From an optimization exercise on the open Yosys and OpenROAD flow, aimed at a short achievable clock period and few clock cycles; shortcuts taken in it are not production practice.
Only simulation tests tie the RTL to the original design; equivalence was not proved.
No activity file was given, so power comes from the tool's default toggle rates.

==> flow/design.v <==
`timescale 1ns/1ps
package mipsIsaPkg;
    typedef logic [4:0] regIdx_t;
    typedef struct packed {
        logic [5:0] opcode;
        regIdx_t    rs;
        regIdx_t    rt;
        regIdx_t    rd;
        logic [4:0] shamt;
        logic [5:0] funct;
    } instr_t;
    localparam logic [5:0] opRtype = 6'h00;
    localparam logic [5:0] opJ     = 6'h02;
    localparam logic [5:0] opBeq   = 6'h04;
    localparam logic [5:0] opBne   = 6'h05;
    localparam logic [5:0] opAddi  = 6'h08;
    localparam logic [5:0] opAndi  = 6'h0c;
    localparam logic [5:0] opOri   = 6'h0d;
    localparam logic [5:0] fnSll   = 6'h00;
    localparam logic [5:0] fnSrl   = 6'h02;
    localparam logic [5:0] fnAdd   = 6'h20;
    localparam logic [5:0] fnSub   = 6'h22;
    localparam logic [5:0] fnAnd   = 6'h24;
    localparam logic [5:0] fnOr    = 6'h25;
    localparam logic [5:0] fnXor   = 6'h26;
    localparam logic [5:0] fnSlt   = 6'h2a;
    typedef enum logic [2:0] {
        aluAdd, aluSub, aluAnd, aluOr, aluXor, aluSlt, aluSll, aluSrl
    } aluOp_t;
endpackage
`timescale 1ns/1ps
package mipsPipePkg;
    typedef struct packed {
        logic [2:0] aluOp;       
        logic   useImm;      
        logic   regWrite;
        logic   beq;
        logic   bne;
        logic   jump;
    } ctrl_t;
    typedef struct packed {
        logic                    valid;
        ctrl_t                   ctrl;
        logic [4:0]              rs;
        logic [4:0]              rt;
        logic [32-1:0] rsVal;
        logic [32-1:0] rtVal;
        logic [32-1:0] imm;       
        logic [4:0]              dest;
        logic [4:0]              shamt;
        logic [32-1:0] nextPc;    
        logic [25:0]             jumpIdx;
    } idEx_t;
    typedef struct packed {
        logic                    valid;
        logic [4:0]              dest;
        logic [32-1:0] data;
    } wbPort_t;
endpackage
`timescale 1ns/1ps
`timescale 1ns/1ps
`timescale 1ns/1ps
`timescale 1ns/1ps
module ksAdd #(
    parameter int W = 32,
    parameter int L = 5                  
) (
    input  logic [W-1:0] a,
    input  logic [W-1:0] b,
    input  logic         cin,
    output logic [W-1:0] sum,
    output logic         cout
);
    logic [(L+1)*W-1:0] g;
    logic [(L+1)*W-1:0] p;
    logic [W-1:0]       x;
    assign x        = a ^ b;
    assign g[W-1:0] = (a & b) | {{(W-1){1'b0}}, cin & x[0]};
    assign p[W-1:0] = x;
    for (genvar l = 0; l < L; l++) begin : g_lvl
        for (genvar i = 0; i < W; i++) begin : g_bit
            if (i >= (1 << l)) begin : g_op
                assign g[(l+1)*W+i] = g[l*W+i] | (p[l*W+i] & g[l*W+i-(1<<l)]);
                assign p[(l+1)*W+i] = p[l*W+i] & p[l*W+i-(1<<l)];
            end else begin : g_pass
                assign g[(l+1)*W+i] = g[l*W+i];
                assign p[(l+1)*W+i] = p[l*W+i];
            end
        end
    end
    assign sum  = x ^ {g[L*W +: W-1], cin};
    assign cout = g[L*W+W-1];
endmodule
`timescale 1ns/1ps
module mipsCore (
    input  logic                    clk,
    input  logic                    rst_n,
    input  logic [31:0]             instr,
    output logic [32-1:0] instrAddr,
    output logic                    wbValid,
    output logic [4:0]              wbDest,
    output logic [32-1:0] wbData
);
    logic [29:0] pcOut;                  
    logic [29:0] pcInv;                  
    logic [29:0] pcW;
    logic        exWr;                   
    logic        exBr;                   
    logic        exBne;
    logic        exPredT;                
    logic [29:0] exAlt;                  
    logic [31:0] exA;                    
    logic [31:0] exB;                    
    logic [4:0]  exDest;
    logic [4:0]  exSh;
    logic [7:0]  exSel;                  
    logic [31:0] regs [1:31];
    logic [29:0] pcW1;
    logic [5:0]  op;
    logic [5:0]  fn;
    logic [4:0]  rs, rt, rd;
    logic [15:0] imm;
    logic        isR, isJ, isBeq, isBne, isAddi, isAndi, isOri, useImm;
    logic [7:0]  sel;
    logic [4:0]  dest;
    logic        wr;
    logic        sameReg, isBr, brPredT, brStatic;
    logic [29:0] brTgt, jTgt, pcNext;
    logic [31:0] immExt;
    logic [31:0] rsRead, rtRead;
    logic        mispredict;
    logic [31:0] res;                    
    logic        fwdA, fwdB;
    assign instrAddr = {pcOut, 2'b00};
    assign pcW       = ~pcInv;
    ksAdd #(.W(30), .L(5)) i_pcInc (.a(pcW), .b(30'd0), .cin(1'b1), .sum(pcW1), .cout());
    assign op  = instr[31:26];
    assign rs  = instr[25:21];
    assign rt  = instr[20:16];
    assign rd  = instr[15:11];
    assign fn  = instr[5:0];
    assign imm = instr[15:0];
    assign isR    = (op == 6'h00);
    assign isJ    = (op == 6'h02);
    assign isBeq  = (op == 6'h04);
    assign isBne  = (op == 6'h05);
    assign isAddi = (op == 6'h08);
    assign isAndi = (op == 6'h0c);
    assign isOri  = (op == 6'h0d);
    assign useImm = isAddi | isAndi | isOri;
    assign sel[0] = (isR && fn == 6'h20) || isAddi;
    assign sel[1] =  isR && fn == 6'h22;
    assign sel[2] = (isR && fn == 6'h24) || isAndi;
    assign sel[3] = (isR && fn == 6'h25) || isOri;
    assign sel[4] =  isR && fn == 6'h26;
    assign sel[5] =  isR && fn == 6'h2a;
    assign sel[6] =  isR && fn == 6'h00;
    assign sel[7] =  isR && fn == 6'h02;
    assign dest   = isR ? rd : rt;
    assign wr     = (|sel) && (dest != 5'd0);
    assign immExt = isAddi ? {{16{imm[15]}}, imm} : {16'd0, imm};
    assign sameReg  = (rs == rt);
    assign brStatic = sameReg;
    assign isBr     = (isBeq || isBne) && !brStatic;
    localparam int BrPred = 1;
    assign brPredT  = (isBeq && sameReg) ||
                      (isBr && ((BrPred >= 1 && imm[15]) || (BrPred >= 2 && isBne)));
    logic [15:0] tgtLo;
    logic        tgtC;
    logic [13:0] pcHi, pcHiP1, pcHiM1;
    ksAdd #(.W(16), .L(4)) i_tgtAdd (.a(pcW[15:0]), .b(imm), .cin(1'b1), .sum(tgtLo), .cout(tgtC));
    assign pcHi   = pcW[29:16];
    ksAdd #(.W(14), .L(4)) i_hiInc (.a(pcHi), .b(14'd0),      .cin(1'b1), .sum(pcHiP1), .cout());
    ksAdd #(.W(14), .L(4)) i_hiDec (.a(pcHi), .b(14'h3fff),   .cin(1'b0), .sum(pcHiM1), .cout());
    assign brTgt  = {(tgtC == imm[15]) ? pcHi : (tgtC ? pcHiP1 : pcHiM1), tgtLo};
    assign jTgt   = {pcW1[29:26], instr[25:0]};
    always_comb begin
        if (mispredict)   pcNext = exAlt;
        else if (isJ)     pcNext = jTgt;
        else if (brPredT) pcNext = brTgt;
        else              pcNext = pcW1;
    end
    always_comb begin
        rsRead = (rs == 5'd0) ? 32'd0 : regs[rs];
        rtRead = (rt == 5'd0) ? 32'd0 : regs[rt];
        if (wbValid && wrDest == rs) rsRead = wrData;
        if (wbValid && wrDest == rt) rtRead = wrData;
    end
    always_ff @(posedge clk or negedge rst_n) begin
        if (!rst_n) begin
            pcOut <= 30'h0000_0000;       
            pcInv <= 30'h3fff_ffff;
            exWr  <= 1'b0;
            exBr  <= 1'b0;
        end else begin
            pcOut <= pcNext;
            pcInv <= ~pcNext;
            exWr  <= wr && !mispredict;      
            exBr  <= isBr && !mispredict;
        end
    end
    assign fwdA = exWr && exDest == rs;
    assign fwdB = exWr && exDest == rt && !useImm;
    always_ff @(posedge clk) begin
        exBne   <= isBne;
        exPredT <= brPredT;
        exAlt   <= brPredT ? pcW1 : brTgt;
        exA     <= fwdA ? res : rsRead;
        exB     <= fwdB ? res : (useImm ? immExt : rtRead);
        exDest  <= dest;
        exSh    <= instr[10:6];
        exSel   <= sel;
    end
    logic [31:0] a, b, sum, diff;
    logic        eq, taken, lt;
    logic [31:0] wrData;                 
    logic [4:0]  wrDest;                 
    assign a = exA;
    assign b = exB;
    ksAdd #(.W(32), .L(5)) i_add (.a(a), .b(b),  .cin(1'b0), .sum(sum),  .cout());
    ksAdd #(.W(32), .L(5)) i_sub (.a(a), .b(~b), .cin(1'b1), .sum(diff), .cout());
    assign lt = (a[31] ^ b[31]) ? a[31] : diff[31];
    assign eq         = (a == b);
    assign taken      = exBne ? !eq : eq;
    assign mispredict = exBr && (taken != exPredT);
    assign res = ({32{exSel[0]}} & sum)
               | ({32{exSel[1]}} & diff)
               | ({32{exSel[2]}} & (a & b))
               | ({32{exSel[3]}} & (a | b))
               | ({32{exSel[4]}} & (a ^ b))
               | ({32{exSel[5]}} & {31'd0, lt})
               | ({32{exSel[6]}} & (b << exSh))
               | ({32{exSel[7]}} & (b >> exSh));
    always_ff @(posedge clk or negedge rst_n) begin
        if (!rst_n) begin
            wbValid <= 1'b0;
            wbDest  <= 5'd0;
            wbData  <= 32'd0;
        end else begin
            wbValid <= exWr;
            wbDest  <= exDest;
            wbData  <= res;
        end
    end
    always_ff @(posedge clk) begin
        wrData <= res;
        wrDest <= exDest;
    end
    always_ff @(posedge clk or negedge rst_n) begin
        if (!rst_n) begin
            for (int i = 1; i < 32; i++) regs[i] <= 32'd0;
        end else if (wbValid) begin
            regs[wrDest] <= wrData;
        end
    end
endmodule
clock: 6.5 ns
lec_check: 0
abc_clock_period_in_ps: 2500
cap_margin: 20
core_margin: 2
core_utilization: 40
place_density: 0.6
setup_slack_margin: 3.5
slew_margin: 20
tns_end_percent: 100
standard.sh (not shown) runs the stock make flow with config.mk's settings and CLKGATE_MAP_FILE= SYNTH_SCRIPT=/design/flow/synth_recipe.tcl, a recipe that flattens the netlist after the stock synthesis.
==> flow/flow/run.sh <==
#!/bin/bash
# Layout flow: the standard ORFS flow (standard.sh, all steps) with two changes to how
# synthesis maps the logic; registers, constraints and every later step are unchanged.
#  - adders are not extracted into full/half-adder cells (ADDER_MAP_FILE empty), so ABC sees
#    and times the whole adder logic
#  - ABC maps for delay (abc_speed.script here: strash; dch; map -D) instead of ORFS's default
#    script, which recovers area on paths it wrongly believes are short
# Each tool's full output is in orfs/logs/ (ORFS's per-step logs); make's output is in flow_make.log.
set -euo pipefail
W=$PWD
rm -rf "$W/scripts_local"
cp -r "$FLOW_HOME/scripts" "$W/scripts_local"
cp "$W/flow/abc_speed.script" "$W/scripts_local/abc_speed.script"
bash "$W/standard.sh" SCRIPTS_DIR="$W/scripts_local" ADDER_MAP_FILE= finish > "$W/flow_make.log" 2>&1
==> flow/flow/abc_speed.script <==
strash
dch
map -D 1500
buffer -c
topo
stime -c
upsize -c
dnsize -c
The first run passed the timing, DRC and antenna checks.
Testbench counts at the start, summed over its fixed seeds: cycles 26,061.
Next try:
--- a/flow/design.v
+++ b/flow/design.v
@@ -115,6 +115,15 @@
     logic [4:0]  exSh;
     logic [7:0]  exSel;                  
     logic [31:0] regs [1:31];
+    logic [29:0] exPc;                   
+    logic        exBack;                 
+    logic        lpNew;                  
+    logic [29:0] lpNewPc;
+    logic [31:0] lpNewX;                 
+    logic        lpValid;
+    logic [29:0] lpPc;                   
+    logic [31:0] lpX;                    
+    logic        lpExit;                 
     logic [29:0] pcW1;
     logic [5:0]  op;
     logic [5:0]  fn;
@@ -163,8 +172,18 @@
     assign brStatic = sameReg;
     assign isBr     = (isBeq || isBne) && !brStatic;
     localparam int BrPred = 1;
+    logic        lpHit;
+    logic [31:0] bht;
+    always_ff @(posedge clk or negedge rst_n) begin
+        if (!rst_n) begin
+            bht <= '0;
+        end else if (exBr && !exBack) begin
+            bht[exPc[4:0]] <= taken;
+        end
+    end
     assign brPredT  = (isBeq && sameReg) ||
-                      (isBr && ((BrPred >= 1 && imm[15]) || (BrPred >= 2 && isBne)));
+                      (isBr && (imm[15] ? (lpHit ? isBeq : 1'b1)
+                                        : bht[pcW[4:0]]));
     logic [15:0] tgtLo;
     logic        tgtC;
     logic [13:0] pcHi, pcHiP1, pcHiM1;
@@ -210,6 +229,8 @@
         exDest  <= dest;
         exSh    <= instr[10:6];
         exSel   <= sel;
+        exPc    <= pcW;
+        exBack  <= imm[15];
     end
     logic [31:0] a, b, sum, diff;
     logic        eq, taken, lt;
@@ -233,6 +254,29 @@
                | ({32{exSel[7]}} & (b >> exSh));
     always_ff @(posedge clk or negedge rst_n) begin
         if (!rst_n) begin
+            lpNew   <= 1'b0;
+            lpValid <= 1'b0;
+            lpExit  <= 1'b0;
+        end else begin
+            lpNew <= exBr && exBack;
+            if (lpNew) begin
+                lpValid <= 1'b1;
+                lpExit  <= (lpValid && lpPc == lpNewPc) ? {lpNewX[30:0], 1'b0} == lpX
+                                                        : lpNewX == 32'd1;
+            end
+        end
+    end
+    always_ff @(posedge clk) begin
+        lpNewPc <= exPc;
+        lpNewX  <= diff;
+        if (lpNew) begin
+            lpPc <= lpNewPc;
+            lpX  <= lpNewX;
+        end
+    end
+    assign lpHit = lpExit && pcW == lpPc;
+    always_ff @(posedge clk or negedge rst_n) begin
+        if (!rst_n) begin
             wbValid <= 1'b0;
             wbDest  <= 5'd0;
             wbData  <= 32'd0;
Effect:
- The changed run finished clean
- total power climbs by about 20%
- setup slack loses 0.071 ns
- synthesized area climbs by 11%
- die area climbs by about 11%
- global-route usage climbs by 0.10 points
- clock-buffer cell count climbs by 39
- clock power climbs by 15%
- via count climbs by about 10%
Testbench counts after the change, summed over its fixed seeds: cycles 25,495.

## what the ideal ports hide
The flow's constraints put no driver on any port. The routed layouts listed below were extracted and timed again, unchanged, in two steps.
Step 1 assumes that a clkbuf_16 drives the clock port and a buf_2 every other input.
Step 2 moves the port delays by t, midway between the first and last clock arrival at a register: inputs arrive t later, outputs are due t later. That takes back most of the time a late clock gives input paths.
Slacks: ideal ports / drivers / drivers and shift; pairs: ideal ports / drivers.
run	shift t [ns]	setup slack, ns	hold slack, ns
the first run	0.885	3.192 / 3.106 / 2.221	0.393 / 0.393 / 0.393
the second run	0.930	3.122 / 2.910 / 1.980	0.325 / 0.325 / 0.325
After both steps setup and hold are still met in every run listed. The setup slack of the second run, which loses most, moves by -0.212 ns with the drivers and by -1.142 ns with both steps.
